From an optimization exercise on the open Yosys and OpenROAD flow, aimed at small area; shortcuts taken in it are not production practice. Only simulation tests tie the RTL to the original design; equivalence was not proved. No activity file was given, so power comes from the tool's default toggle rates.

==> flow/run.sh <==
#!/bin/bash
# synth_recipe.tcl (not shown) runs the flow's synth.tcl, then flattens the netlist and writes it again
# the make line also repeats each setting of config.mk as NAME=value (left out here)
make -C /OpenROAD-flow-scripts/flow DESIGN_CONFIG=/design/flow/config.mk WORK_HOME=/design/flow/orfs CLKGATE_MAP_FILE= SYNTH_SCRIPT=/design/flow/synth_recipe.tcl finish
==> flow/config.mk <==
export PLATFORM = sky130hd
export DESIGN_NAME = board_top
export DESIGN_NICKNAME = board_top
export VERILOG_FILES = /design/flow/design.v
export SDC_FILE = /design/flow/constraint.sdc
export NUM_CORES = 4
export LEC_CHECK = 0
export CAP_MARGIN = 20
export CORE_MARGIN = 2
export CORE_UTILIZATION = 70
export CTS_BUF_LIST = sky130_fd_sc_hd__clkbuf_4
export SLEW_MARGIN = 20
==> flow/constraint.sdc <==
create_clock -name core_clock -period 10.0 [get_ports {clk_100m}]
set_input_delay 2.0000 -clock core_clock [delete_from_list [all_inputs] [get_ports {clk_100m}]]
set_output_delay 2.0000 -clock core_clock [all_outputs]
set_load 0.01 [all_outputs]
==> flow/design.v <==
package motor_pkg;
	typedef struct packed {
		logic               write;
		logic [15-1:0] addr;
		logic [32-1:0] wdata;
	} reg_req_t;
	typedef struct packed {
		logic a;
		logic b;
	} enc_in_t;
	typedef struct packed {
		logic pwm;
		logic brake;
		logic droff;     
	} motor_out_t;
	typedef enum logic [8-1:0] {
		OFS_INC_CNT     = 8'd0,
		OFS_INC_ERR     = 8'd1,
		OFS_PWM_CYCLE   = 8'd2,
		OFS_MOTION_CTRL = 8'd3
	} reg_ofs_e;
	typedef struct packed {
		logic brake;     
		logic enable;    
	} motion_ctrl_t;
endpackage
`timescale 1ns/1ps
module board_top (
	input  logic                  clk_100m,
	input  logic                  rst_n,
	input  logic                  fpga_rstn,
	input  logic                  sclk,
	input  logic                  mosi,
	input  logic                  cs_n,
	output logic                  miso,
	input  logic [3:0]            dip,
	input  logic [4-1:0] enc_a,           
	input  logic [4-1:0] enc_b,           
	output logic [4-1:0] motor_pwm,       
	output logic [4-1:0] motor_brake,
	output logic [4-1:0] motor_droff
);
	logic [3:0] rst_cnt;
	logic       core_rst_n;
	assign core_rst_n = rst_cnt[3];
	always_ff @(posedge clk_100m)
	begin
		if (!rst_n || !fpga_rstn)
			rst_cnt <= '0;
		else if (!rst_cnt[3])
			rst_cnt <= rst_cnt + 1'b1;
	end
	logic [1:0]  sclk_sync, mosi_sync, cs_sync;
	logic        sclk_s, mosi_s, cs_s, sclk_d, sclk_rise, sclk_fall;
	logic [5:0]  bit_cnt;
	logic        req_valid, out_en;
	logic [32:0] shreg;
	logic [1:0]  wr_mot, wr_ofs;         
	logic        rd_req, wr_req;
	logic [31:0] rdata, wdata;
	logic [14:0] addr;
	assign sclk_s    = sclk_sync[1];
	assign mosi_s    = mosi_sync[1];
	assign cs_s      = cs_sync[1];
	assign sclk_rise = sclk_s & ~sclk_d;
	assign sclk_fall = ~sclk_s & sclk_d;
	assign rd_req    = req_valid & ~bit_cnt[5];    
	assign wr_req    = req_valid & bit_cnt[5];     
	assign addr      = shreg[14:0];
	assign wdata     = shreg[31:0];
	assign miso      = out_en & (sclk_d ? shreg[32] : shreg[31]);
	always_ff @(posedge clk_100m)
	begin
		if (!core_rst_n)
		begin
			sclk_sync <= '0;
			sclk_d    <= 1'b0;
			bit_cnt   <= '0;
			req_valid <= 1'b0;
			out_en    <= 1'b0;
		end
		else
		begin
			sclk_sync <= {sclk_sync[0], sclk};
			sclk_d    <= sclk_s;
			req_valid <= 1'b0;
			if (cs_s)
				bit_cnt <= '0;
			else if (sclk_rise && bit_cnt != 6'd48)
			begin
				bit_cnt <= bit_cnt + 1'b1;
				if (bit_cnt == 6'd15 || bit_cnt == 6'd47)
					req_valid <= 1'b1;
			end
			if (cs_s)
				out_en <= 1'b0;
			else if (rd_req)
				out_en <= 1'b1;
			else if (sclk_fall && bit_cnt == 6'd48)
				out_en <= 1'b0;
		end
	end
	always_ff @(posedge clk_100m)
	begin
		mosi_sync <= {mosi_sync[0], mosi};
		cs_sync   <= {cs_sync[0], cs_n};
		if (rd_req)
			shreg <= {rdata[31], rdata};
		else if (sclk_rise)
			shreg <= {shreg[31:0], mosi_s};
	end
	logic       mot_blk, mot_hit;
	logic [1:0] mot_idx;
	assign mot_blk = (addr[14:11] == 4'd0) && (addr[10:8] != 3'd0) && (addr[10:8] <= 3'd4);
	assign mot_idx = 2'(addr[10:8] - 3'd1);
	assign mot_hit = mot_blk && (addr[7:2] == 6'd0);
	always_ff @(posedge clk_100m)
	begin
		if (req_valid)
		begin
			wr_mot <= mot_idx;
			wr_ofs <= (shreg[15] && mot_hit) ? addr[1:0] : 2'd1;
		end
	end
	logic [3:0] dip_s0, dip_s1;
	always_ff @(posedge clk_100m)
	begin
		dip_s0 <= dip;
		dip_s1 <= dip_s0;
	end
	logic [6:0] period_cnt;
	logic       period_start;
	assign period_start = (period_cnt == 7'd0);
	always_ff @(posedge clk_100m)
	begin
		if (!core_rst_n || period_cnt == 7'd99)
			period_cnt <= '0;
		else
			period_cnt <= period_cnt + 1'b1;
	end
	logic [3:0][31:0] cnt, err;
	logic [3:0][15:0] duty;
	logic [3:0][1:0]  motion;     
	logic [31:0] wdata_g;
	assign wdata_g = wdata & {32{core_rst_n}};
	for (genvar m = 0; m < 4; m++)
	begin : g_motor
		logic [1:0]  a_sync, b_sync, prev, curr;
		logic        step, step_dn, illegal, sel, ld_cnt, ld_duty, ld_motion;
		logic [6:0]  duty_q, duty_sat;
		logic [32:0] c_cnt, c_err;
		assign sel       = wr_req && (wr_mot == 2'(m));
		assign ld_cnt    = !core_rst_n || (sel && wr_ofs == 2'd0);
		assign ld_duty   = !core_rst_n || (sel && wr_ofs == 2'd2);
		assign ld_motion = !core_rst_n || (sel && wr_ofs == 2'd3);
		assign curr      = {a_sync[1], b_sync[1]};
		assign illegal   = &(prev ^ curr);
		assign step      = ^(prev ^ curr);
		assign step_dn   = !(prev[1] ^ curr[0]);
		assign c_cnt[0] = step;
		assign c_err[0] = illegal;
		for (genvar i = 0; i < 32; i++)
		begin : g_bit
			assign c_cnt[i+1] = c_cnt[i] & (cnt[m][i] ^ step_dn);
			assign c_err[i+1] = c_err[i] & err[m][i];
		end
		always_ff @(posedge clk_100m)
		begin
			if (!core_rst_n)
			begin
				a_sync <= '0;
				b_sync <= '0;
				prev   <= '0;
			end
			else
			begin
				a_sync <= {a_sync[0], enc_a[m]};
				b_sync <= {b_sync[0], enc_b[m]};
				prev   <= curr;
			end
			cnt[m] <= ld_cnt ? wdata_g : (cnt[m] ^ c_cnt[31:0]);
			err[m] <= (err[m] ^ c_err[31:0]) & {32{core_rst_n}};
			if (ld_duty)
				duty[m] <= wdata_g[15:0];
			if (ld_motion)
				motion[m] <= wdata_g[1:0];
		end
		assign duty_sat = (|duty[m][15:7]) ? 7'h7F : duty[m][6:0];
		always_ff @(posedge clk_100m)
		begin
			if (period_start)
				duty_q <= duty_sat;
			motor_pwm[m] <= core_rst_n && motion[m][0] &&
				(period_start ? (duty[m] != 16'd0) : (period_cnt < duty_q));
		end
		assign motor_brake[m] = motion[m][1];
		assign motor_droff[m] = ~motion[m][0];
	end
	logic       is_ver, is_dip, unmapped;
	logic [3:0] sel_m;
	assign is_ver   = (addr == 15'h0000);
	assign is_dip   = (addr == 15'h0001);
	assign sel_m    = mot_hit ? (4'd1 << mot_idx) : 4'd0;
	assign unmapped = !is_ver && !is_dip && !mot_hit;
	always_comb
	begin
		rdata = {32{unmapped}} | ({32{is_ver}} & 32'h0004_0100) | {28'd0, {4{is_dip}} & dip_s1};
		for (int m = 0; m < 4; m++)
			rdata = rdata
				| ({32{sel_m[m] && addr[1:0] == 2'd0}} & cnt[m])
				| ({32{sel_m[m] && addr[1:0] == 2'd1}} & err[m])
				| ({32{sel_m[m] && addr[1:0] == 2'd2}} & {16'd0, duty[m]})
				| ({32{sel_m[m] && addr[1:0] == 2'd3}} & {30'd0, motion[m]});
	end
endmodule
==> impl_results.md, run 1 <==
- Gate power share: 0.2%
- Max VDD drop: 137 µV
- Switching pwr: 0.758 mW
- Drt drc: 0
- Die area: 0.0339 mm²
- Outcome: finished clean
- Critical path fanouts, max: 3
- Max Cap Violations: 0
- M1 GR Usage: 49.1%
- CP arrival: 7840 ps
- Leakage Power: 10.1 nW
- Post-Syn Instances: 2275
- Hold path endpoint: cs_sync[1]
- Die H: 184 µm
- CP startpoint kind: flip-flop
- Capturing point of the worst reg2reg path: err[62]
- Die W: 184 µm
- Buf+Inv Stages, Crit Path: 0
- Antenna violations before repair: 4
- F_max: 140 MHz
- Synth Register Bits: 455
- Root Buffer: clkbuf_4
- CP Data Required Time: 10690 ps
- Worst Reg2Reg Path Length in Cells: 34
- Fin crit share: 71.5%
- Via density: 6.62
- Worst Setup End Kind: flip-flop
- Post-route design area: 0.0247 mm²
- GPL Wtd Cong: 0.913
- Sequential Power Share: 53.3%
- Sequential share of the synthesized area: 46.2%
- Vias in the first global route: 17800
- RSZ-0062 raised after global routing: false
- Sw Share: 21.3%
- PwrDens: 144 mW/mm²
- P_int: 2.79 mW
- Critical path's most frequent cell: ha_1
- WL/cell: 22.7 µm
- Drt total wl: 63300 µm
- Worst path max stage delay: 460 ps
- Clock transition at path regs: 70 ps
- Final net count: 2465
- Fraction of layout cells with a size suffix above 1: 12.1%
- Final ANT Viol Nets: 0
- Clock sink count: 455
- GRT Resource Usage Total: 37.6%
- CTS Hold Bufs: 0
- Hold_sp: cs_sync[0]
- Clock buffer depth: 3
- Post-synth ARST share: 0%
- Avg Cell Area, Syn: 9.98 µm²
- # IOs: 31
- Port Buf Inserts: 30
- Area after DPL: 0.0231 mm²
- Synthesized area: 0.0227 mm²
- Netlist cell types: 63
- Rows: 65
- Worst Tran Pin Value: 1010 ps
- Worst path depth: 34
- Fillers: 2185
- Crit path kind: flip-flop to flip-flop
- Hold_ws: 318 ps
- Worst R2R Start: g_motor[1].prev[1]
- Syn-to-layout area delta: 8.65%
- Starting Density: 71.6%
- Worst min path class: flip-flop to flip-flop
- Cts bufs inserted: 112
- PostCTS Resize Cnt: 0
- Hold Vio Cnt, Final: 0
- Hold-critical path depth: 0
- GR peak layer: met2
- Setup Buffers After CTS: 0
- Final slew viol count: 0
- Final setup fails: 0
- Most common flop cell mapped by yosys: dfxtp_1
- Met2 usage: 59.0%
- Worst skew pair latency: 840 ps
- Vias post-DR: 18400
- CTS HTree Levels: 3
- Detail Placement HPWL: 41600 µm
- CTS tree: built
- Synth Warn #: 1
- Post-synth EDFFs: 137
- Setup slack, reg-to-reg: 2850 ps
- Slew headroom: 32.2%
- Minimum clock period: 7150 ps
- Setup TNS: 0 ps
- Largest net degree at the start of global routing: 97
- First-pass GRT wire length: 97500 µm
- DR pass1 iterations: 9
- Clk pwr share: 46.5%
- Core Box Area: 0.0317 mm²
- Congestion Overflow GR: 0
- Crit path max-delay family: adder cells
- M3 GR Usage: 8.10%
- Slowest CP cell: dfxtp_1
- Clock Skew: 53.3 ps
- Post-Synthesis Net Count: 2455
- DR iter-0 viols: 2254
area by class of cell:
class | count | area (µm²) | share of cell area, %
diodes | 3 | 7.51 | 0.0304
clock buffers | 175 | 1310 | 5.33
clock inverters | 31 | 239 | 0.969
inverters | 41 | 155 | 0.629
multi-input cells | 1620 | 11500 | 46.5
flip-flops and latches | 455 | 10500 | 42.5
well taps | 402 | 503 | 2.04
repair buffers | 55 | 488 | 1.98
logic make-up after synthesis:
logic type,Yosys count,share of synthesized area [%]
xor gates and xnor gates,179,7.04
and+or+nand+nor,785,18.5
DFF,455,46.2
adders and majority gates,162,8.93
buffers and inverters,200,3.54
muxes,38,1.73
AOI/OAI and AO/OA,456,14.1
synth_stat cells (16+ instances only):
library cell | number | area, µm²
mux2i_1 | 34 | 340
dfxtp_1 | 318 | 6370
nor3_1 | 41 | 205
a21oi_1 | 80 | 400
a221oi_1 | 29 | 254
nand4_1 | 37 | 231
nand3_1 | 80 | 400
edfxtp_1 | 137 | 4110
xor2_1 | 43 | 377
o21ai_0 | 73 | 365
inv_1 | 40 | 150
a211oi_1 | 69 | 518
nor4_1 | 28 | 175
clkbuf_1 | 140 | 526
xnor2_1 | 132 | 1160
a311oi_1 | 16 | 140
and3_1 | 30 | 188
or2_2 | 41 | 257
or4_1 | 25 | 188
a31oi_1 | 23 | 144
nand2_1 | 50 | 188
nor2_1 | 214 | 803
a22oi_1 | 51 | 383
and2_1 | 178 | 1110
a22o_1 | 25 | 219
ha_1 | 162 | 2030
a222oi_1 | 31 | 310
or3_1 | 23 | 144
routing by layer:
layer / wire length [µm] / vias up / part of all wire, %
met4: 3020 / 2 / 4.8
met2: 28400 / 1039 / 45
met5: 12 / - / 0.019
met3: 6800 / 225 / 11
li1: - / 8423 / -
met1: 25000 / 8729 / 40
placed cells by master (no fill, tap or decap), types with 8 or more instances in the layout:
master             n
or2_2             40
a311oi_1          16
nand2b_1           8
a221oi_1          29
edfxtp_1         137
buf_4             25
nor2_1           214
a21o_1            14
nand4_1           37
o22a_1            10
a22o_1            25
clkinv_1          20
nand2_1           50
and3_1            26
a21oi_1           80
clkbuf_4         175
clkdlybuf4s50_1   30
or4_1             25
and2_1           178
dfxtp_1          317
xor2_1            41
xnor2_1          130
nor3_1            41
a31oi_1           23
or3_1             19
inv_1             40
nand3_1           79
nor4_1            28
ha_1             162
a22oi_1           51
mux2i_1           34
a222oi_1          31
o31ai_1           11
a211oi_1          69
o21ai_0           69
flip-flops by register name, indices dropped and copies added (netlist names):
signal          flops
cnt               128
g_motor.prev        8
rst_cnt             4
duty               64
g_motor.a_sync      8
wr_mot              2
motion              8
err               128
req_valid           1
motor_pwm           4
g_motor.b_sync      8
period_cnt          7
cs_sync             2
mosi_sync           2
wr_ofs              2
sclk_d              1
dip_s1              4
shreg              33
g_motor.duty_q     28
sclk_sync           2
dip_s0              4
bit_cnt             6
out_en              1
power by group through the flow:
stage	Sequential [mW]	Clock (mW)	Combinational (mW)
after floorplan	1.93	0	0.00140
after global placement	1.93	0	0.00794
after detailed placement	1.93	0	0.00824
after CTS	1.89	1.67	0.00834
after global routing	1.89	1.77	0.00895
final	1.89	1.65	0.00828
stage by stage:
stage	setup slack (ps)	util, %	std cells	power [mW]
2_1_floorplan	3620	-	2275	1.93
3_3_place_gp	3070	72.8	2573	1.94
3_5_place_dp	2940	72.8	2573	1.94
4_1_cts	2880	77.7	2779	3.57
5_1_grt	2510	77.8	2780	3.67
6_report	2850	77.8	2782	3.55
how the worst max path moves through the flow:
stage | startpoint | to | slack, ps
6_report | g_motor[1].prev[1] | err[62] | 2850
5_1_grt | g_motor[1].prev[1] | err[63] | 2510
4_1_cts | g_motor[1].prev[1] | err[62] | 2880
3_5_place_dp | g_motor[1].prev[1] | err[62] | 2940
3_3_place_gp | g_motor[2].b_sync[1] | err[95] | 3070
2_1_floorplan | g_motor[2].b_sync[1] | err[94] | 3620
==> run 2: changes to the inputs <==
--- a/flow/config.mk
+++ b/flow/config.mk
@@ -8,5 +8,4 @@
 export CAP_MARGIN = 20
 export CORE_MARGIN = 2
-export CORE_UTILIZATION = 70
-export CTS_BUF_LIST = sky130_fd_sc_hd__clkbuf_4
+export CORE_UTILIZATION = 40
 export SLEW_MARGIN = 20
==> run 2 against run 1 <==
Compared with the run above:
- register-to-register slack about the same
- still clean
- sequential share of layout area decreased by 0.88 points
- largest power group unchanged
- area after synthesis unchanged
- first-iteration DRC count decreased by 30%
- hold slack got worse by 5.7 ps
- critical path type unchanged
- core utilization decreased by 33 points
- cell count increased by 8.8%
==> impl_results.md, run 2 <==
- Fin worst setup slack: 2860 ps
- Most instantiated cells after synthesis: dfxtp_1, nor2_1, and2_1
- CP startpoint kind: flip-flop
- Drt total wl: 66700 µm
- Post-synth top area share: 28.0%
- Crit path max-delay family: adder cells
- Max Cap Violations: 0
- Via density: 5.79
- Worst Setup End Kind: flip-flop
- RSZ-0062 raised after global routing: false
- Area of the multi-input gates: 0.0115 mm²
- Clock Skew: 45.4 ps
- Post-synth ARST share: 0%
- GR peak layer: met2
- Setup Slack @ Placement: 2960 ps
- Antenna violations before repair: 2
- Final slew viol count: 0
- F_max: 140 MHz
- Worst path max stage delay: 490 ps
- Netlist cell types: 63
- Clock transition at path regs: 60 ps
- Die W: 242 µm
- GRT Resource Usage Total: 22.4%
- Critical path fanouts, max: 4
- Drt drc: 0
- Final setup fails: 0
- Fillers: 5266
- Port Buf Inserts: 30
- Leakage Power: 10.1 nW
- Clock sink count: 455
- Setup TNS: 0 ps
- Final ANT Viol Nets: 0
- Sequential share of the synthesized area: 46.2%
- Post-synth EDFFs: 137
- Syn-to-layout area delta: 10.9%
- Post-Syn Instances: 2275
- WL/cell: 22.0 µm
- PostCTS Resize Cnt: 0
- Worst Tran Pin Value: 1100 ps
- PwrDens: 147 mW/mm²
- CTS HTree Levels: 2
- Final net count: 2412
- Reg area: 0.0105 mm²
- GPL Wtd Cong: 0.835
- Fraction of layout cells with a size suffix above 1: 8.10%
- Fin crit share: 71.4%
- Top Registers: cnt x128, err x128, duty x64
- Met2 usage: 37.0%
- Synthesized area: 0.0227 mm²
- Cts bufs inserted: 50
- Congestion Overflow GR: 0
- Rows: 87
- Highest-count cells in the layout ignoring fill and taps: dfxtp_1, nor2_1, and2_1
- Core Box Area: 0.0563 mm²
- Setup Buffers After CTS: 0
- Slew headroom: 26.0%
- CP Data Required Time: 10450 ps
- Synth Warn #: 1
- Starting Density: 40.3%
- CP arrival: 7590 ps
- Outcome: finished clean
- Vias post-DR: 17500
- Max VDD drop: 127 µV
- Hold Vio Cnt, Final: 0
- Detail Placement HPWL: 44600 µm
- Synth Register Bits: 455
- Avg Cell Area, Syn: 9.98 µm²
- First-pass GRT wire length: 103000 µm
- Synth area leader: dfxtp_1
- DR iter-0 viols: 1570
- Die area: 0.0587 mm²
- CTS Hold Bufs: 0
- Buf+Inv Stages, Crit Path: 0
- DR pass1 iterations: 6
- Critical path's most frequent cell: ha_1
- # IOs: 31
- Minimum clock period: 7140 ps
- Synth top area cells: dfxtp_1, edfxtp_1, ha_1, xnor2_1, and2_1
- Crit path kind: flip-flop to flip-flop
- Clock buffer depth: 3
- Cell with the most instances after synthesis: dfxtp_1
- Antenna diodes: 0
- Worst min path class: flip-flop to flip-flop
- Post-Synthesis Net Count: 2455
- Leading cell type in the layout, fill and taps excluded: dfxtp_1
- M3 GR Usage: 2.79%
- Worst skew pair latency: 640 ps
- M1 GR Usage: 30.3%
- Most common flop cell mapped by yosys: dfxtp_1
- Slowest CP cell: dfxtp_1
- Largest net degree at the start of global routing: 103
- Die H: 242 µm
- CTS tree: built
- Vias in the first global route: 17300
- Root Buffer: clkbuf_16
-- run 2: cell counts after synthesis --
Identical to the previous run, type by type.
-- run 2: kinds of logic (layout without fill, tap and decap cells) --
kind of cell	count (synthesis)	in the layout	share of synthesized area [%]
AND/OR/NAND/NOR	785	785	18.5
AO/OA/AOI/OAI	456	456	14.1
flip-flops	455	455	46.2
buffers and inverters	200	197	3.54
XOR/XNOR	179	179	7.04
adder cells (fa/ha/maj)	162	162	8.93
multiplexers	38	38	1.73
-- run 2: per-layer routing --
layer  share of wire [%]  wire length, µm
met2                  47            31100
met3                 6.6             4370
met5                   0                0
met4                 2.9             1910
met1                  44            29300
-- run 2: final timing paths --
path                     to                 start  depth (start not counted)  slack (ps)
hold / removal    dip_s1[3]             dip_s0[3]                          0         310
setup reg to reg    err[31]  g_motor[0].b_sync[1]                         35        2860
setup / recovery    err[31]  g_motor[0].b_sync[1]                         35        2860
hold reg to reg   dip_s1[3]             dip_s0[3]                          0         310
-- run 2: per-stage QoR --
stage               std cells  hold slack [ps]  instance area [µm²]  total power [mW]  utilization [%]
floorplan                2275              310                22700              1.93                -
global placement         2936              318                23600              1.94             42.0
detailed placement       2936              312                23600              1.94             42.0
CTS                      3028              316                25200              3.72             44.8
global route             3028              318                25200              3.79             44.8
finish                   3028              312                25200              3.69             44.8
-- run 2: final cells by class --
type                    count  area share, %
repair buffers             64           2.21
inverters                  41          0.616
flip-flops and latches    455           41.6
multi-input cells        1620           45.6
well taps                 756           3.76
clock buffers              69           5.63
clock inverters            23          0.616
-- run 2: where the power goes --
part,switching [mW],total [mW],internal [mW]
clock network,0.795,1.79,0.998
registers,0.00176,1.89,1.89
logic,0.00172,0.00827,0.00654
total,0.798,3.69,2.90
==> run 3: changes to the inputs <==
--- a/flow/design.v
+++ b/flow/design.v
@@ -42,11 +42,13 @@
 );
 	logic [3:0] rst_cnt;
-	logic       core_rst_n;
+	logic       core_rst_n, age2, age3;
 	assign core_rst_n = rst_cnt[3];
+	assign age2       = rst_cnt[3] & rst_cnt[1];
+	assign age3       = age2 & rst_cnt[0];
 	always_ff @(posedge clk_100m)
 	begin
 		if (!rst_n || !fpga_rstn)
 			rst_cnt <= '0;
-		else if (!rst_cnt[3])
+		else if (!age3)
 			rst_cnt <= rst_cnt + 1'b1;
 	end
@@ -60,9 +62,9 @@
 	logic [31:0] rdata, wdata;
 	logic [14:0] addr;
-	assign sclk_s    = sclk_sync[1];
+	assign sclk_s    = sclk_sync[1] & age2;
 	assign mosi_s    = mosi_sync[1];
 	assign cs_s      = cs_sync[1];
-	assign sclk_rise = sclk_s & ~sclk_d;
-	assign sclk_fall = ~sclk_s & sclk_d;
+	assign sclk_rise = sclk_s & ~(sclk_d & age3);
+	assign sclk_fall = ~sclk_s & sclk_d & age3;
 	assign rd_req    = req_valid & ~bit_cnt[5];    
 	assign wr_req    = req_valid & bit_cnt[5];     
@@ -74,6 +76,4 @@
 		if (!core_rst_n)
 		begin
-			sclk_sync <= '0;
-			sclk_d    <= 1'b0;
 			bit_cnt   <= '0;
 			req_valid <= 1'b0;
@@ -82,6 +82,4 @@
 		else
 		begin
-			sclk_sync <= {sclk_sync[0], sclk};
-			sclk_d    <= sclk_s;
 			req_valid <= 1'b0;
 			if (cs_s)
@@ -103,4 +101,6 @@
 	always_ff @(posedge clk_100m)
 	begin
+		sclk_sync <= {sclk_sync[0], sclk};
+		sclk_d    <= sclk_sync[1];
 		mosi_sync <= {mosi_sync[0], mosi};
 		cs_sync   <= {cs_sync[0], cs_n};
@@ -146,5 +146,5 @@
 	for (genvar m = 0; m < 4; m++)
 	begin : g_motor
-		logic [1:0]  a_sync, b_sync, prev, curr;
+		logic [1:0]  a_sync, b_sync, prev, prev_m, curr;
 		logic        step, step_dn, illegal, sel, ld_cnt, ld_duty, ld_motion;
 		logic [6:0]  duty_q, duty_sat;
@@ -154,8 +154,9 @@
 		assign ld_duty   = !core_rst_n || (sel && wr_ofs == 2'd2);
 		assign ld_motion = !core_rst_n || (sel && wr_ofs == 2'd3);
-		assign curr      = {a_sync[1], b_sync[1]};
-		assign illegal   = &(prev ^ curr);
-		assign step      = ^(prev ^ curr);
-		assign step_dn   = !(prev[1] ^ curr[0]);
+		assign curr      = {a_sync[1], b_sync[1]} & {2{age2}};
+		assign prev_m    = prev & {2{age3}};
+		assign illegal   = &(prev_m ^ curr);
+		assign step      = ^(prev_m ^ curr);
+		assign step_dn   = !(prev_m[1] ^ curr[0]);
 		assign c_cnt[0] = step;
 		assign c_err[0] = illegal;
@@ -167,16 +168,7 @@
 		always_ff @(posedge clk_100m)
 		begin
-			if (!core_rst_n)
-			begin
-				a_sync <= '0;
-				b_sync <= '0;
-				prev   <= '0;
-			end
-			else
-			begin
-				a_sync <= {a_sync[0], enc_a[m]};
-				b_sync <= {b_sync[0], enc_b[m]};
-				prev   <= curr;
-			end
+			a_sync <= {a_sync[0], enc_a[m]};
+			b_sync <= {b_sync[0], enc_b[m]};
+			prev   <= {a_sync[1], b_sync[1]};
 			cnt[m] <= ld_cnt ? wdata_g : (cnt[m] ^ c_cnt[31:0]);
 			err[m] <= (err[m] ^ c_err[31:0]) & {32{core_rst_n}};
--- a/flow/config.mk
+++ b/flow/config.mk
@@ -8,4 +8,7 @@
 export CAP_MARGIN = 20
 export CORE_MARGIN = 2
-export CORE_UTILIZATION = 40
+export CORE_UTILIZATION = 65
+export CTS_BUF_LIST = sky130_fd_sc_hd__clkbuf_16
+export CTS_CLUSTER_DIAMETER = 60
+export CTS_CLUSTER_SIZE = 25
 export SLEW_MARGIN = 20
==> run 3 against run 2 <==
Compared with the run above:
- sequential power about the same
- setup slack got worse by 700 ps
- flip-flop and latch count unchanged
- total power decreased by 5.2%
- largest power group unchanged
- highest routed layer unchanged
==> impl_results.md, run 3 <==
- Outcome: finished clean
- CTS Hold Bufs: 0
- CTS HTree Levels: 2
- Starting Density: 65.8%
- Drt drc: 0
- Hold_sp: sclk_sync[0]
- Final Util: 71.5%
- Antenna violations before repair: 1
- Setup TNS: 0 ps
- Largest family of logic cells by synthesized area: simple AND/OR/NAND/NOR gates
- Fin crit share: 78.4%
- Max VDD drop: 152 µV
- Synth Area in XOR/XNOR: 7.63%
- Most instantiated cells after synthesis: dfxtp_1, nor2_1, ha_1
- Sw Share: 22.1%
- CP arrival: 8290 ps
- CP startpoint kind: flip-flop
- Top Registers: cnt x128, err x128, duty x64
- Slew headroom: 29.1%
- Worst min path class: flip-flop to flip-flop
- Setup Buffers After CTS: 0
- RSZ-0062 raised after global routing: false
- GRT Resource Usage Total: 37.2%
- Total Power: 3.50 mW
- Synth Warn #: 1
- Adder-cell share of the synthesized area: 8.96%
- Via density: 6.67
- Switching pwr: 0.774 mW
- Critical path fanouts, max: 22
- Highest-count cells in the layout ignoring fill and taps: dfxtp_1, nor2_1, ha_1
- Simple-Gate Fraction of Synth Area: 16.8%
- WL/cell: 24.7 µm
- Final ANT Viol Nets: 0
- Minimum clock period: 7840 ps
- Rows: 68
- Crit path kind: flip-flop to flip-flop
- Synth Area in Compound Gates: 15.9%
- Final slew viol count: 0
- Worst skew pair latency: 570 ps
- Fraction of layout cells with a size suffix above 1: 7.94%
- PwrDens: 142 mW/mm²
- Drt total wl: 66900 µm
- Clock buffer depth: 3
- Mux contribution to synthesized area: 0.868%
- Worst Tran Pin Value: 1060 ps
- Clk pwr share: 45.2%
- Gate power share: 0.5%
- GPL Wtd Cong: 0.917
- Netlist cell types: 73
- P_int: 2.73 mW
- Core Box Area: 0.0344 mm²
- Final net count: 2409
- Clock transition at path regs: 70 ps
- Detail Placement HPWL: 46900 µm
- Syn-to-layout area delta: 8.69%
- Clock sink count: 455
- Die W: 191 µm
- DR pass1 iterations: 6
- Worst Reg2Reg Path Length in Cells: 36
- Critical path's most frequent cell: ha_1
- Post-synth EDFFs: 137
- # IOs: 31
- Cell with the most instances after synthesis: dfxtp_1
- Worst Setup End Kind: flip-flop
- Port Buf Inserts: 30
- Root Buffer: clkbuf_16
- Post-synth ARST share: 0%
- Slowest CP cell: dfxtp_1
- Hold Vio Cnt, Final: 0
- Non-Filler Instances: 2711
- First-pass GRT wire length: 102000 µm
- Synthesized area: 0.0226 mm²
- Vias in the first global route: 17100
- Avg Cell Area, Syn: 10.0 µm²
- Post-Syn Instances: 2261
- Placed cells: 2645
- Die H: 191 µm
- Worst path max stage delay: 870 ps
- Sequential share of the synthesized area: 46.3%
- CTS tree: built
- Max Cap Violations: 0
- Clock Skew: 16.0 ps
- Synth top area cells: dfxtp_1, edfxtp_1, ha_1, xnor2_1, and2_1
- Die area: 0.0363 mm²
- Cts bufs inserted: 37
- Congestion Overflow GR: 0
- Synth area leader: dfxtp_1
- Vias post-DR: 18100
- Leakage Power: 9.51 nW
- Synth Register Bits: 455
- Hold-critical path depth: 0
- Worst R2R Start: rst_cnt[0]
- F_max: 128 MHz
- CP Data Required Time: 10450 ps
- Capturing point of the worst reg2reg path: err[62]
- Sequential Power Share: 54.3%
- DR iter-0 viols: 2262
- Post-Synthesis Net Count: 2441
- Largest net degree at the start of global routing: 95
- Setup slack, reg-to-reg: 2160 ps
- Post-synth top area share: 28.1%
- Most common flop cell mapped by yosys: dfxtp_1
- Hold path endpoint: sclk_sync[1]
- PostCTS Resize Cnt: 0
- Leading cell type in the layout, fill and taps excluded: dfxtp_1
- Final setup fails: 0
-- run 3: cell count changes after synthesis, moves of 14 or more --
| cell | previous run | this run |
|---|---|---|
| a21oi_1 | 80 | 109 |
| a22oi_1 | 51 | 74 |
| and2_1 | 178 | 144 |
| and3_1 | 30 | 12 |
| buf_2 | 3 | 27 |
| clkbuf_1 | 140 | 106 |
| mux2i_1 | 34 | 14 |
| nand2_1 | 50 | 125 |
| nor2_1 | 214 | 165 |
| or2_2 | 41 | 27 |
| xnor2_1 | 132 | 115 |
| xor2_1 | 43 | 82 |
-- run 3: metrics by stage --
step / cell area [µm²] / setup slack [ps] / hold WS, ps
floorplan: 22600 / 2970 / 310
global placement: 23300 / 2440 / 311
detailed placement: 23300 / 2300 / 313
CTS: 24600 / 2250 / 334
global route: 24600 / 1740 / 347
finish: 24600 / 2160 / 329
-- run 3: critical path, delay by kind of cell, from the launching register on --
kind | cells | cell delay (ps)
and+or+nand+nor | 3 | 410
xor gates and xnor gates | 1 | 210
adders and majority gates | 32 | 6230
DFF | 1 | 870
-- run 3: routing by layer --
layer  part of all wire [%]  wire (µm)  GRT usage [%]  up-vias
met3                     11       7110           6.72      195
met5                      0          0              0        -
li1                       -          -              -     8216
met4                    4.7       3170           17.1        0
met2                     44      29300           57.0     1000
met1                     41      27300           51.5     8672
-- run 3: kinds of logic (layout without fill, tap and decap cells) --
logic type / count (synthesis) / in the layout
other: 0 / 1
xor gates and xnor gates: 197 / 197
AOI/OAI and AO/OA: 505 / 505
buffers and inverters: 197 / 191
muxes: 19 / 19
DFF: 455 / 455
adders and majority gates: 162 / 162
and+or+nand+nor: 726 / 726
-- run 3: how the worst max path moves through the flow --
stage | end | cells after the start | start
detailed placement | err[62] | 36 | rst_cnt[0]
floorplan | err[62] | 37 | rst_cnt[1]
global placement | err[30] | 36 | rst_cnt[0]
finish | err[62] | 36 | rst_cnt[0]
global route | err[62] | 36 | rst_cnt[0]
CTS | err[62] | 36 | rst_cnt[0]
-- run 3: layout make-up --
type | count | area [µm²]
multi-input combinational | 1609 | 11400
sequential | 455 | 10500
fill | 2640 | 9780
clock buffer | 39 | 976
timing repair buffer | 76 | 646
tap | 455 | 569
clock inverter | 26 | 317
inverter | 50 | 188
antenna | 1 | 2.50
-- run 3: power by group through the flow --
stage	combinational (mW)	sequential (mW)	clock [mW]
detailed placement	0.0174	1.94	0
CTS	0.0177	1.90	1.59
global placement	0.0171	1.94	0
finish	0.0179	1.90	1.58
global route	0.0188	1.90	1.66
floorplan	0.00867	1.94	0
==> run 4: changes to the inputs <==
--- a/flow/config.mk
+++ b/flow/config.mk
@@ -10,5 +10,5 @@
 export CORE_UTILIZATION = 65
 export CTS_BUF_LIST = sky130_fd_sc_hd__clkbuf_16
-export CTS_CLUSTER_DIAMETER = 60
-export CTS_CLUSTER_SIZE = 25
+export CTS_CLUSTER_DIAMETER = 45
+export CTS_CLUSTER_SIZE = 30
 export SLEW_MARGIN = 20
==> run 4 against run 3 <==
Compared with the run above:
- clock skew grew 7.3 ps
- core utilization grew 0.89 points
- critical path type unchanged
- register-to-register slack gained 50 ps
- sequential power is essentially flat
==> impl_results.md, run 4 <==
- Outcome: finished clean
- Minimum clock period: 7790 ps
- Largest net degree at the start of global routing: 95
- Vias post-DR: 18100
- Cts bufs inserted: 47
- Starting Density: 65.8%
- CP startpoint kind: flip-flop
- Post-synth ARST share: 0%
- Synth Warn #: 1
- Most common flop cell mapped by yosys: dfxtp_1
- Clock transition at path regs: 70 ps
- Hold_sp: sclk_sync[0]
- CP Data Required Time: 10470 ps
- GPL Wtd Cong: 0.917
- Synth Register Bits: 455
- Die H: 191 µm
- Worst skew pair latency: 600 ps
- Syn-to-layout area delta: 10.0%
- Root Buffer: clkbuf_16
- Crit. Startpoint: rst_cnt[0]
- Worst Tran Pin Value: 1090 ps
- Clock Skew: 23.3 ps
- Detail Placement HPWL: 46900 µm
- PwrDens: 149 mW/mm²
- Setup TNS: 0 ps
- Clock sink count: 455
- Cell with the most instances after synthesis: dfxtp_1
- Drt total wl: 67300 µm
- CP arrival: 8260 ps
- Final ANT Viol Nets: 0
- CTS tree: built
- Clock buffer depth: 3
- Fin crit share: 77.9%
- CTS HTree Levels: 2
- Avg Cell Area, Syn: 10.0 µm²
- Congestion Overflow GR: 0
- Core Box Area: 0.0344 mm²
- GRT Resource Usage Total: 37.4%
- Most instantiated cells after synthesis: dfxtp_1, nor2_1, ha_1
- Die area: 0.0363 mm²
- Final net count: 2419
- Final slew viol count: 0
- Final setup fails: 0
- Via density: 6.61
- Post-Syn Instances: 2261
- CTS Hold Bufs: 0
- DR pass1 iterations: 8
- WL/cell: 24.6 µm
- Worst R2R Start: rst_cnt[0]
- DR iter-0 viols: 2290
- Drt drc: 0
- Die W: 191 µm
- Netlist cell types: 73
- Worst path max stage delay: 850 ps
- First-pass GRT wire length: 103000 µm
- Fraction of layout cells with a size suffix above 1: 8.78%
- Max VDD drop: 146 µV
- Highest-count cells in the layout ignoring fill and taps: dfxtp_1, nor2_1, ha_1
- F_max: 128 MHz
- Leading cell type in the layout, fill and taps excluded: dfxtp_1
- Sequential share of the synthesized area: 46.3%
- # IOs: 31
- Leakage Power: 9.67 nW
- Synthesized area: 0.0226 mm²
- Slew headroom: 27.3%
- Synth area leader: dfxtp_1
- Vias in the first global route: 17300
- Port Buf Inserts: 30
- Crit path kind: flip-flop to flip-flop
- PostCTS Resize Cnt: 0
- Worst min path class: flip-flop to flip-flop
- Antenna violations before repair: 2
- Post-Synthesis Net Count: 2441
- Worst Setup End Kind: flip-flop
- Critical path fanouts, max: 22
- Hold Vio Cnt, Final: 0
- Rows: 68
- Post-synth EDFFs: 137
- Synth top area cells: dfxtp_1, edfxtp_1, ha_1, xnor2_1, and2_1
- RSZ-0062 raised after global routing: false
- Top Registers: cnt x128, err x128, duty x64
- Max Cap Violations: 0
- Slowest CP cell: dfxtp_1
- Critical path's most frequent cell: ha_1
- Post-synth top area share: 28.1%
- Setup Buffers After CTS: 0
- Final Util: 72.4%
## run 4: layout make-up
cell class                      instances  area [µm²]
Antenna cell                            1        2.50
Clock buffer                           50        1250
Clock inverter                         38         347
Fill cell                            2580        9480
Inverter                               50         188
Multi-Input combinational cell       1609       11400
Sequential cell                       455       10500
Tap cell                              455         569
Timing Repair Buffer                   76         646
## run 4: per-layer routing
layer	track usage (%)	wire, µm
met1	51.6	27900
met2	57.3	29800
met3	8.10	6750
met4	15.4	2970
met5	0	0
## run 4: where the power goes
| group | switching (mW) | total, mW | internal (mW) | leakage [nW] |
|---|---|---|---|---|
| clock | 0.825 | 1.80 | 0.970 | 0.783 |
| sequential | 0.00788 | 1.90 | 1.90 | 4.14 |
| combinational | 0.00794 | 0.0179 | 0.00991 | 4.74 |
## run 4: final timing paths
kind	end	slack, ps	cells after the start
worst max-delay path	err[62]	2210	36
worst min-delay path	sclk_sync[1]	330	0
worst max register to register	err[62]	2210	36
worst min register to register	sclk_sync[1]	330	0
## run 4: stage by stage
step / power [mW] / instance area (µm²) / hold slack (ps) / setup slack [ps] / instances
final: 3.72 / 24900 / 331 / 2210 / 2734
after global routing: 3.81 / 24900 / 339 / 1780 / 2734
after CTS: 3.73 / 24900 / 330 / 2260 / 2733
after detailed placement: 1.96 / 23300 / 313 / 2300 / 2645
after global placement: 1.96 / 23300 / 311 / 2440 / 2645
after floorplan: 1.95 / 22600 / 310 / 2970 / 2261
## run 4: kinds of logic (layout without fill, tap and decap cells)
group | Yosys count | in the layout | synth area share, %
muxes | 19 | 19 | 0.868
other | 0 | 1 | 0
xor gates and xnor gates | 197 | 197 | 7.63
buffers and inverters | 197 | 214 | 3.55
adders and majority gates | 162 | 162 | 8.96
AOI/OAI and AO/OA | 505 | 505 | 15.9
DFF | 455 | 455 | 46.3
and+or+nand+nor | 726 | 726 | 16.8
## run 4: worst max-delay path, delay by kind of cell, from the launching register on
family	cells	cell delay (ps)
XOR/XNOR	1	200
adder cells (fa/ha/maj)	32	6230
flip-flops	1	850
AND/OR/NAND/NOR	3	380
==> run 5: changes to the inputs <==
--- a/flow/config.mk
+++ b/flow/config.mk
@@ -10,5 +10,5 @@
 export CORE_UTILIZATION = 65
 export CTS_BUF_LIST = sky130_fd_sc_hd__clkbuf_16
-export CTS_CLUSTER_DIAMETER = 45
+export CTS_CLUSTER_DIAMETER = 100
 export CTS_CLUSTER_SIZE = 30
 export SLEW_MARGIN = 20
==> run 5 against run 4 <==
Compared with the run above:
- still clean on timing, DRC and antenna
- total power decreased by 23%
- global-route usage decreased by 0.88 points
- hold slack improved by 9.7 ps
- non-clock buffer count unchanged
- fmax about the same
- sequential share of layout area increased by 1.9 points
- synthesized cell count unchanged
- die area unchanged
- critical endpoint unchanged
- largest power group unchanged
==> impl_results.md, run 5 <==
- Outcome: finished clean
- Synth Warn #: 1
- Hold-critical path depth: 0
- CP arrival: 8260 ps
- Hold Vio Cnt, Final: 0
- Critical path's most frequent cell: ha_1
- Congestion Overflow GR: 0
- Most common flop cell mapped by yosys: dfxtp_1
- CTS Hold Bufs: 0
- Final slew viol count: 0
- # IOs: 31
- CP startpoint kind: flip-flop
- Die H: 191 µm
- Sequential share of the synthesized area: 46.3%
- Die W: 191 µm
- Area after DPL: 0.0233 mm²
- Port Buf Inserts: 30
- Synth Register Bits: 455
- Worst min path class: flip-flop to flip-flop
- Top Registers: cnt x128, err x128, duty x64
- CP Data Required Time: 10470 ps
- Non-Filler Instances: 2677
- Worst Setup End Kind: flip-flop
- Synth top area cells: dfxtp_1, edfxtp_1, ha_1, xnor2_1, and2_1
- Post-route design area: 0.0238 mm²
- Leakage Power: 9.19 nW
- RSZ-0062 raised after global routing: false
- GRT Resource Usage Total: 36.5%
- Drt drc: 0
- Post-synth ARST share: 0%
- PostCTS Resize Cnt: 0
- Vias in the first global route: 16900
- Clock Skew: 37.8 ps
- Crit path kind: flip-flop to flip-flop
- Drt total wl: 66400 µm
- Setup TNS: 0 ps
- PwrDens: 120 mW/mm²
- Critical path fanouts, max: 22
- Setup slack, reg-to-reg: 2220 ps
- GPL Wtd Cong: 0.917
- Via density: 6.71
- Fraction of layout cells with a size suffix above 1: 6.12%
- Clock buffer depth: 3
- Post-Syn Instances: 2261
- Worst path max stage delay: 870 ps
- DR pass1 iterations: 9
- CTS HTree Levels: 1
- Avg Cell Area, Syn: 10.0 µm²
- Netlist cell types: 73
- Post-synth top area share: 28.1%
- Starting Density: 65.8%
- Capturing point of the worst reg2reg path: err[62]
- Setup Buffers After CTS: 0
- Detail Placement HPWL: 46900 µm
- Clock transition at path regs: 120 ps
- Worst Reg2Reg Path Length in Cells: 36
- Synth area leader: dfxtp_1
- Clock sink count: 455
- Max Cap Violations: 0
- Hold path endpoint: sclk_sync[1]
- Cell with the most instances after synthesis: dfxtp_1
- Antenna violations before repair: 1
- Worst R2R Start: rst_cnt[0]
- Slew headroom: 30.4%
- Slowest CP cell: dfxtp_1
- Final setup fails: 0
- Die area: 0.0363 mm²
- Minimum clock period: 7780 ps
- Root Buffer: clkbuf_16
- Hold_sp: sclk_sync[0]
- Post-synth EDFFs: 137
- Core Box Area: 0.0344 mm²
- Worst Tran Pin Value: 1040 ps
- Final ANT Viol Nets: 0
- Most instantiated cells after synthesis: dfxtp_1, nor2_1, ha_1
- CTS tree: built
- DR iter-0 viols: 2505
- Post-Synthesis Net Count: 2441
- Leading cell type in the layout, fill and taps excluded: dfxtp_1
- Highest-count cells in the layout ignoring fill and taps: dfxtp_1, nor2_1, ha_1
- Max VDD drop: 151 µV
- Final Util: 69.4%
- Largest net degree at the start of global routing: 95
- Fin crit share: 77.8%
- F_max: 128 MHz
- Synthesized area: 0.0226 mm²
- First-pass GRT wire length: 101000 µm
- Hold_ws: 340 ps
- Worst skew pair latency: 560 ps
- Fillers: 2746
- WL/cell: 24.8 µm
- Placed cells: 2645
- Vias post-DR: 18000
- Cts bufs inserted: 19
- Rows: 68
- Syn-to-layout area delta: 5.39%
- Final net count: 2391
-- run 5: where the power goes --
group | switching [mW] | internal (mW) | leakage (nW)
Clock | 0.591 | 0.357 | 0.304
Combinational | 0.00798 | 0.00991 | 4.74
Sequential | 0.00791 | 1.90 | 4.14
Total | 0.607 | 2.26 | 9.19
-- run 5: metal layers --
| metal | vias up | routed length (µm) | global-route usage (%) |
|---|---|---|---|
| li1 | 8143 | - | - |
| met1 | 8592 | 27500 | 51.8 |
| met2 | 1061 | 29400 | 56.7 |
| met3 | 163 | 6970 | 5.83 |
| met4 | 0 | 2510 | 13.1 |
| met5 | - | 0 | 0 |
-- run 5: worst max-delay path by stage --
stage,end,slack (ps),from
floorplan,err[62],2970,rst_cnt[1]
global placement,err[30],2440,rst_cnt[0]
detailed placement,err[62],2300,rst_cnt[0]
CTS,err[62],2280,rst_cnt[0]
global route,err[62],1790,rst_cnt[0]
finish,err[62],2220,rst_cnt[0]
-- run 5: through the flow --
stage	total power [mW]	setup WS (ps)
5_1_grt	2.94	1790
2_1_floorplan	1.95	2970
3_5_place_dp	1.96	2300
4_1_cts	2.88	2280
6_report	2.87	2220
3_3_place_gp	1.96	2440
-- run 5: cells by family (layout without fill, tap and decap cells) --
| group | Yosys count | after routing | share of synthesized area [%] |
|---|---|---|---|
| AND/OR/NAND/NOR | 726 | 726 | 16.8 |
| XOR/XNOR | 197 | 197 | 7.63 |
| adder cells (fa/ha/maj) | 162 | 162 | 8.96 |
| buffers and inverters | 197 | 157 | 3.55 |
| AO/OA/AOI/OAI | 505 | 505 | 15.9 |
| other | 0 | 1 | 0 |
| multiplexers | 19 | 19 | 0.868 |
| flip-flops | 455 | 455 | 46.3 |
-- run 5: worst max-delay path: cells and delay by family (launching register included) --
kind                       cells  cell delay [ps]
xor gates and xnor gates       1              200
DFF                            1              870
adders and majority gates     32             6230
and+or+nand+nor                3              390
-- run 5: final cells by class --
cell class              instances  area (µm²)  area share (%)
diodes                          1        2.50          0.0105
clock buffers                  19         475            1.99
clock inverters                12        71.3           0.299
inverters                      50         188           0.787
multi-input cells            1609       11400            47.9
flip-flops and latches        455       10500            44.0
well taps                     455         569            2.39
repair buffers                 76         646            2.71
==> run 6: changes to the inputs <==
--- a/flow/config.mk
+++ b/flow/config.mk
@@ -6,9 +6,9 @@
 export NUM_CORES = 4
 export LEC_CHECK = 0
-export CAP_MARGIN = 20
+export CAP_MARGIN = 0
 export CORE_MARGIN = 2
 export CORE_UTILIZATION = 65
 export CTS_BUF_LIST = sky130_fd_sc_hd__clkbuf_16
 export CTS_CLUSTER_DIAMETER = 100
-export CTS_CLUSTER_SIZE = 30
-export SLEW_MARGIN = 20
+export CTS_CLUSTER_SIZE = 26
+export SLEW_MARGIN = 0
==> run 6 against run 5 <==
Compared with the run above:
- still clean on timing, DRC and antenna
- synthesized cell count unchanged
- fmax fell by 0.84%
- total power up 1.3%
- flip-flop and latch count unchanged
- first-iteration DRC count down 7.9%
- die area stayed put
- global-route usage down 0.070 points
- non-clock buffer count did not move
- cell count rose by 0.15%
- sequential power barely moved
- count of clock-buffer cells in the layout increased by 2
- critical path type unchanged
- critical endpoint is now err[94]
==> impl_results.md, run 6 <==
- F_max: 127 MHz
- Post-Syn Instances: 2261
- Die W: 191 µm
- Highest-count cells in the layout ignoring fill and taps: dfxtp_1, nor2_1, ha_1
- Clock Skew: 18.7 ps
- Post-synth ARST share: 0%
- GPL Wtd Cong: 0.917
- Synth Warn #: 1
- Leakage Power: 9.22 nW
- Setup TNS: 0 ps
- Detail Placement HPWL: 46900 µm
- Slew headroom: 25.9%
- Setup Buffers After CTS: 0
- Crit path kind: flip-flop to flip-flop
- Synth Area in XOR/XNOR: 7.63%
- Worst skew pair latency: 560 ps
- Port Buf Inserts: 30
- Starting Density: 65.8%
- Synth area leader: dfxtp_1
- Simple-Gate Fraction of Synth Area: 16.8%
- Synth Register Bits: 455
- Die area: 0.0363 mm²
- Met2 wire len: 29100 µm
- Worst path max stage delay: 870 ps
- Cts bufs inserted: 21
- CTS Hold Bufs: 0
- # IOs: 31
- Mux contribution to synthesized area: 0.868%
- Slowest CP cell: dfxtp_1
- Final net count: 2393
- Outcome: finished clean
- Adder-cell share of the synthesized area: 8.96%
- DR iter-0 viols: 2306
- Largest net degree at the start of global routing: 95
- Syn-to-layout area delta: 5.57%
- Drt drc: 0
- Max VDD drop: 144 µV
- Clock sink count: 455
- CTS HTree Levels: 1
- Netlist cell types: 73
- Core Box Area: 0.0344 mm²
- Final ANT Viol Nets: 0
- Fin crit share: 78.5%
- CTS tree: built
- Hold Vio Cnt, Final: 0
- Final setup fails: 0
- GRT Resource Usage Total: 36.5%
- Most common flop cell mapped by yosys: dfxtp_1
- Vias post-DR: 17900
- Worst min path class: flip-flop to flip-flop
- Post-Synthesis Net Count: 2441
- Via density: 6.66
- DR pass1 iterations: 6
- Clock transition at path regs: 110 ps
- RSZ-0062 raised after global routing: false
- Synth Area in Compound Gates: 15.9%
- CP Data Required Time: 10470 ps
- Final slew viol count: 0
- Max Cap Violations: 0
- Drt total wl: 66100 µm
- Critical path's most frequent cell: ha_1
- Sequential share of the synthesized area: 46.3%
- Largest family of logic cells by synthesized area: simple AND/OR/NAND/NOR gates
- CP arrival: 8320 ps
- First-pass GRT wire length: 101000 µm
- Top Registers: cnt x128, err x128, duty x64
- Leading cell type in the layout, fill and taps excluded: dfxtp_1
- Cell with the most instances after synthesis: dfxtp_1
- Clock buffer depth: 3
- PostCTS Resize Cnt: 0
- CP startpoint kind: flip-flop
- PwrDens: 122 mW/mm²
- Top sig layer: met4
- WL met3: 7270 µm
- Antenna violations before repair: 1
- Die H: 191 µm
- Hold_ws: 337 ps
- Post-synth top area share: 28.1%
- Worst Setup End Kind: flip-flop
- WL/cell: 24.7 µm
- Root Buffer: clkbuf_16
- Fraction of layout cells with a size suffix above 1: 6.20%
- Most instantiated cells after synthesis: dfxtp_1, nor2_1, ha_1
- Post-synth EDFFs: 137
- Congestion Overflow GR: 0
- Worst Tran Pin Value: 1110 ps
- Final Util: 69.5%
- Minimum clock period: 7850 ps
- Met1 Wirelength: 27100 µm
- Critical path fanouts, max: 22
- Synthesized area: 0.0226 mm²
- Vias in the first global route: 16800
- Avg Cell Area, Syn: 10.0 µm²
- Synth top area cells: dfxtp_1, edfxtp_1, ha_1, xnor2_1, and2_1
- Rows: 68
## run 6: changes by cell type in the layout (fill, tap and decap cells not counted)
| cell | previous run | this run |
|---|---|---|
| inv_1 | 60 | 62 |
| or3_4 | 1 | 0 |
| clkbuf_16 | 19 | 21 |
| clkinv_16 | 1 | 0 |
| inv_12 | 0 | 1 |
| or3_2 | 3 | 4 |
## run 6: worst max-delay path: cells and delay by family, from the launching register on
kind / cells / cell delay (ps)
flip-flops: 1 / 870
adder cells (fa/ha/maj): 32 / 6280
XOR/XNOR: 1 / 210
AND/OR/NAND/NOR: 3 / 400
## run 6: stage by stage
| stage | instance area (µm²) | total power, mW | worst slack, ps | instances |
|---|---|---|---|---|
| floorplan | 22600 | 1.95 | 2970 | 2261 |
| global placement | 23300 | 1.96 | 2440 | 2645 |
| detailed placement | 23300 | 1.96 | 2300 | 2645 |
| CTS | 23900 | 2.91 | 2220 | 2680 |
| global route | 23900 | 2.98 | 1770 | 2681 |
| finish | 23900 | 2.91 | 2150 | 2681 |
## run 6: report_power, final
part,leakage [nW],switching (mW),internal (mW),total (mW)
registers,4.14,0.00781,1.90,1.90
clock network,0.335,0.596,0.390,0.986
logic,4.74,0.00803,0.00990,0.0179
total,9.22,0.612,2.30,2.91
## run 6: worst paths after layout
path	slack, ps	from	end	depth (start not counted)
min	340	sclk_sync[0]	sclk_sync[1]	0
min reg2reg	340	sclk_sync[0]	sclk_sync[1]	0
max	2150	rst_cnt[0]	err[94]	36
max reg2reg	2150	rst_cnt[0]	err[94]	36
## run 6: cell type report
class                   instances  area (µm²)
well taps                     455         569
repair buffers                 76         646
flip-flops and latches        455       10500
clock buffers                  21         526
fillers                      2734       10500
multi-input cells            1609       11400
diodes                          1        2.50
clock inverters                14        65.1
inverters                      50         188
## run 6: routing by layer
metal | global-route usage [%] | vias to the layer above
met4 | 13.3 | 0
met3 | 6.35 | 170
met5 | 0 | -
met2 | 55.9 | 1032
li1 | - | 8154
met1 | 51.9 | 8511
## run 6: cell families after synthesis
| logic type | after synthesis |
|---|---|
| AND/OR/NAND/NOR | 726 |
| AO/OA/AOI/OAI | 505 |
| flip-flops | 455 |
| XOR/XNOR | 197 |
| buffers and inverters | 197 |
| adder cells (fa/ha/maj) | 162 |
| multiplexers | 19 |
==> run 7: changes to the inputs <==
==> flow/flow/run.sh (new file) <==
#!/bin/bash
# Standard layout with two changes: CTS adds no dummy loads, and the port
# buffers are buf_1 cells. Each tool's log is kept under orfs/logs.
set -euo pipefail
export CTS_ARGS="-sink_clustering_enable -repair_clock_nets -dont_use_dummy_load -buf_list sky130_fd_sc_hd__clkbuf_16 -sink_clustering_size 26 -sink_clustering_max_diameter 100"
export BUFFER_PORTS_ARGS="-buffer_cell sky130_fd_sc_hd__buf_1"
bash standard.sh > standard_make.log 2>&1
==> flow/standard.sh (new file) <==
#!/bin/bash
# synth_recipe.tcl (not shown) runs the flow's synth.tcl, then flattens the netlist and writes it again
# the make line also repeats each setting of config.mk as NAME=value (left out here)
make -C /OpenROAD-flow-scripts/flow DESIGN_CONFIG=/design/flow/config.mk WORK_HOME=/design/flow/orfs CLKGATE_MAP_FILE= SYNTH_SCRIPT=/design/flow/synth_recipe.tcl "${@:-finish}"
removed: flow/run.sh
==> run 7 against run 6 <==
Compared with the run above:
- still clean
- die area unchanged
- non-clock buffer count decreased by 5
- total power decreased by 1.3%
- cell area decreased by 1.2%
- via count decreased by 0.82%
- register-to-register slack improved by 110 ps
- area after synthesis unchanged
- critical path type unchanged
- critical endpoint unchanged
- largest power group unchanged
==> impl_results.md, run 7 <==
- Outcome: finished clean
- GPL Wtd Cong: 0.909
- Worst path max stage delay: 820 ps
- Setup Slack @ Placement: 2310 ps
- Synth area leader: dfxtp_1
- Fraction of layout cells with a size suffix above 1: 5.98%
- Final ANT Viol Nets: 0
- CTS HTree Levels: 1
- Final slew viol count: 0
- Final setup fails: 0
- Setup TNS: 0 ps
- Setup Buffers After CTS: 0
- Synthesized area: 0.0226 mm²
- Vias in the first global route: 16700
- Post-Synthesis Net Count: 2441
- Cts bufs inserted: 21
- Die W: 191 µm
- Congestion Overflow GR: 0
- Die H: 191 µm
- Max Cap Violations: 0
- Largest net degree at the start of global routing: 90
- Synth top area cells: dfxtp_1, edfxtp_1, ha_1, xnor2_1, and2_1
- Vias post-DR: 17700
- CP startpoint kind: flip-flop
- CP arrival: 8200 ps
- Minimum clock period: 7740 ps
- Antenna diodes: 0
- PostCTS Resize Cnt: 0
- CP Data Required Time: 10460 ps
- Avg Cell Area, Syn: 10.0 µm²
- Crit path kind: flip-flop to flip-flop
- Clock Skew: 42.4 ps
- Hold Vio Cnt, Final: 0
- Slew headroom: 27.0%
- Critical path's most frequent cell: ha_1
- PwrDens: 122 mW/mm²
- Worst Setup End Kind: flip-flop
- Synth Register Bits: 455
- Fin worst setup slack: 2260 ps
- GRT Resource Usage Total: 36.0%
- Top Registers: cnt x128, err x128, duty x64
- First-pass GRT wire length: 99000 µm
- Worst Tran Pin Value: 1090 ps
- CTS tree: built
- Final net count: 2388
- Slowest CP cell: dfxtp_1
- Antenna violations before repair: 0
- Most common flop cell mapped by yosys: dfxtp_1
- # IOs: 31
- Drt drc: 0
- Via density: 6.66
- Clock sink count: 455
- Post-Syn Instances: 2261
- Drt total wl: 65700 µm
- Detail Placement HPWL: 46000 µm
- Post-synth ARST share: 0%
- Highest-count cells in the layout ignoring fill and taps: dfxtp_1, nor2_1, ha_1
- DR iter-0 viols: 2136
- Netlist cell types: 73
- Clock buffer depth: 3
- WL/cell: 24.7 µm
- Port Buf Inserts: 30
- Fin crit share: 77.4%
- Synth Warn #: 1
- Post-synth EDFFs: 137
- DR pass1 iterations: 9
- F_max: 129 MHz
- Most instantiated cells after synthesis: dfxtp_1, nor2_1, ha_1
- Leading cell type in the layout, fill and taps excluded: dfxtp_1
- Cell with the most instances after synthesis: dfxtp_1
- Worst skew pair latency: 570 ps
- Worst min path class: flip-flop to flip-flop
- Starting Density: 65.8%
- Critical path fanouts, max: 22
- Leakage Power: 9.05 nW
- Syn-to-layout area delta: 4.30%
- Sequential share of the synthesized area: 46.3%
- Max VDD drop: 148 µV
- Root Buffer: clkbuf_16
- Post-synth top area share: 28.1%
- Rows: 68
- Die area: 0.0363 mm²
- RSZ-0062 raised after global routing: false
- Fillers: 2713
- CTS Hold Bufs: 0
- Clock transition at path regs: 100 ps
- Core Box Area: 0.0344 mm²
## run 7: cell types whose count changed in the layout (fill, tap and decap cells not counted)
| cell | previous run | this run |
|---|---|---|
| inv_12 | 1 | 0 |
| buf_4 | 46 | 41 |
| nor3_4 | 1 | 2 |
| nor3_2 | 5 | 4 |
| inv_1 | 62 | 49 |
| buf_1 | 0 | 30 |
| diode_2 | 1 | 0 |
| clkdlybuf4s50_1 | 30 | 0 |
## run 7: worst paths after layout
| kind | from | endpoint | slack, ps | cells after the start |
|---|---|---|---|---|
| setup reg to reg | rst_cnt[0] | err[94] | 2260 | 36 |
| hold reg to reg | dip_s0[2] | dip_s1[2] | 330 | 0 |
| setup / recovery | rst_cnt[0] | err[94] | 2260 | 36 |
| hold / removal | dip_s0[2] | dip_s1[2] | 330 | 0 |
## run 7: area by class of cell
cell class              instances  area, µm²  area share (%)
well taps                     455        569            2.41
inverters                      50        188           0.795
repair buffers                 71        420            1.78
multi-input cells            1609      11400            48.4
flip-flops and latches        455      10500            44.4
clock buffers                  21        526            2.23
## run 7: layer usage
layer,up-vias,track usage (%),part of all wire [%]
met5,-,0,0
met4,0,13.9,4.1
met3,168,5.58,11
met2,919,55.9,44
met1,8507,50.7,42
li1,8126,-,-
## run 7: cell families after synthesis
kind of cell	count (synthesis)	synth area share, %
buffers and inverters	197	3.55
AOI/OAI and AO/OA	505	15.9
muxes	19	0.868
and+or+nand+nor	726	16.8
xor gates and xnor gates	197	7.63
adders and majority gates	162	8.96
DFF	455	46.3
## run 7: stage by stage
stage	instance area (µm²)	utilization (%)	hold slack, ps	std cells	power [mW]
2_1_floorplan	22600	-	310	2261	1.95
5_1_grt	23600	68.7	342	2661	2.94
3_5_place_dp	23100	67.1	314	2640	1.96
4_1_cts	23600	68.7	337	2661	2.87
6_report	23600	68.7	335	2661	2.87
3_3_place_gp	23100	67.1	310	2640	1.96
## run 7: power breakdown
part	switching (mW)	leakage (nW)	internal, mW	total (mW)
Clock	0.574	0.259	0.378	0.953
Combinational	0.00886	4.64	0.00567	0.0145
Sequential	0.00689	4.14	1.90	1.90
## run 7: worst max-delay path, delay by kind of cell, from the launching register on
family | cells | cell delay (ps)
xor gates and xnor gates | 1 | 190
and+or+nand+nor | 3 | 400
adders and majority gates | 32 | 6230
DFF | 1 | 820

[static timing again, ports no longer ideal]
No port has a modelled driver above. Below, the same layouts with a new extraction and two added sets of constraints.
Step 1 sets driving cells, clkbuf_16 on the clock port and buf_2 on the other inputs (assumed; they add their load-dependent delay and slew).
Step 2, shift: input delay + t, output delay - t, t = (earliest + latest rising clock arrival at the registers) / 2. This alone moves slack from input paths to output paths.
Slacks: ideal ports / drivers / drivers and shift; pairs: ideal ports / drivers.
| run | shift t [ns] | setup WS [ns] | latest minus earliest clock arrival (ns) |
|---|---|---|---|
| run 1 | 0.866 | 2.848 / 2.848 / 2.848 | 0.053 / 0.054 |
| run 2 | 0.668 | 2.861 / 2.861 / 2.861 | 0.045 / 0.046 |
| run 3 | 0.617 | 2.160 / 2.160 / 2.160 | 0.017 / 0.017 |
| run 4 | 0.638 | 2.210 / 2.210 / 2.210 | 0.024 / 0.024 |
| run 5 | 0.597 | 2.216 / 2.216 / 2.216 | 0.038 / 0.037 |
| run 6 | 0.607 | 2.150 / 2.150 / 2.150 | 0.020 / 0.019 |
| run 7 | 0.601 | 2.259 / 2.259 / 2.259 | 0.043 / 0.043 |
After both steps every run listed still meets setup and hold.
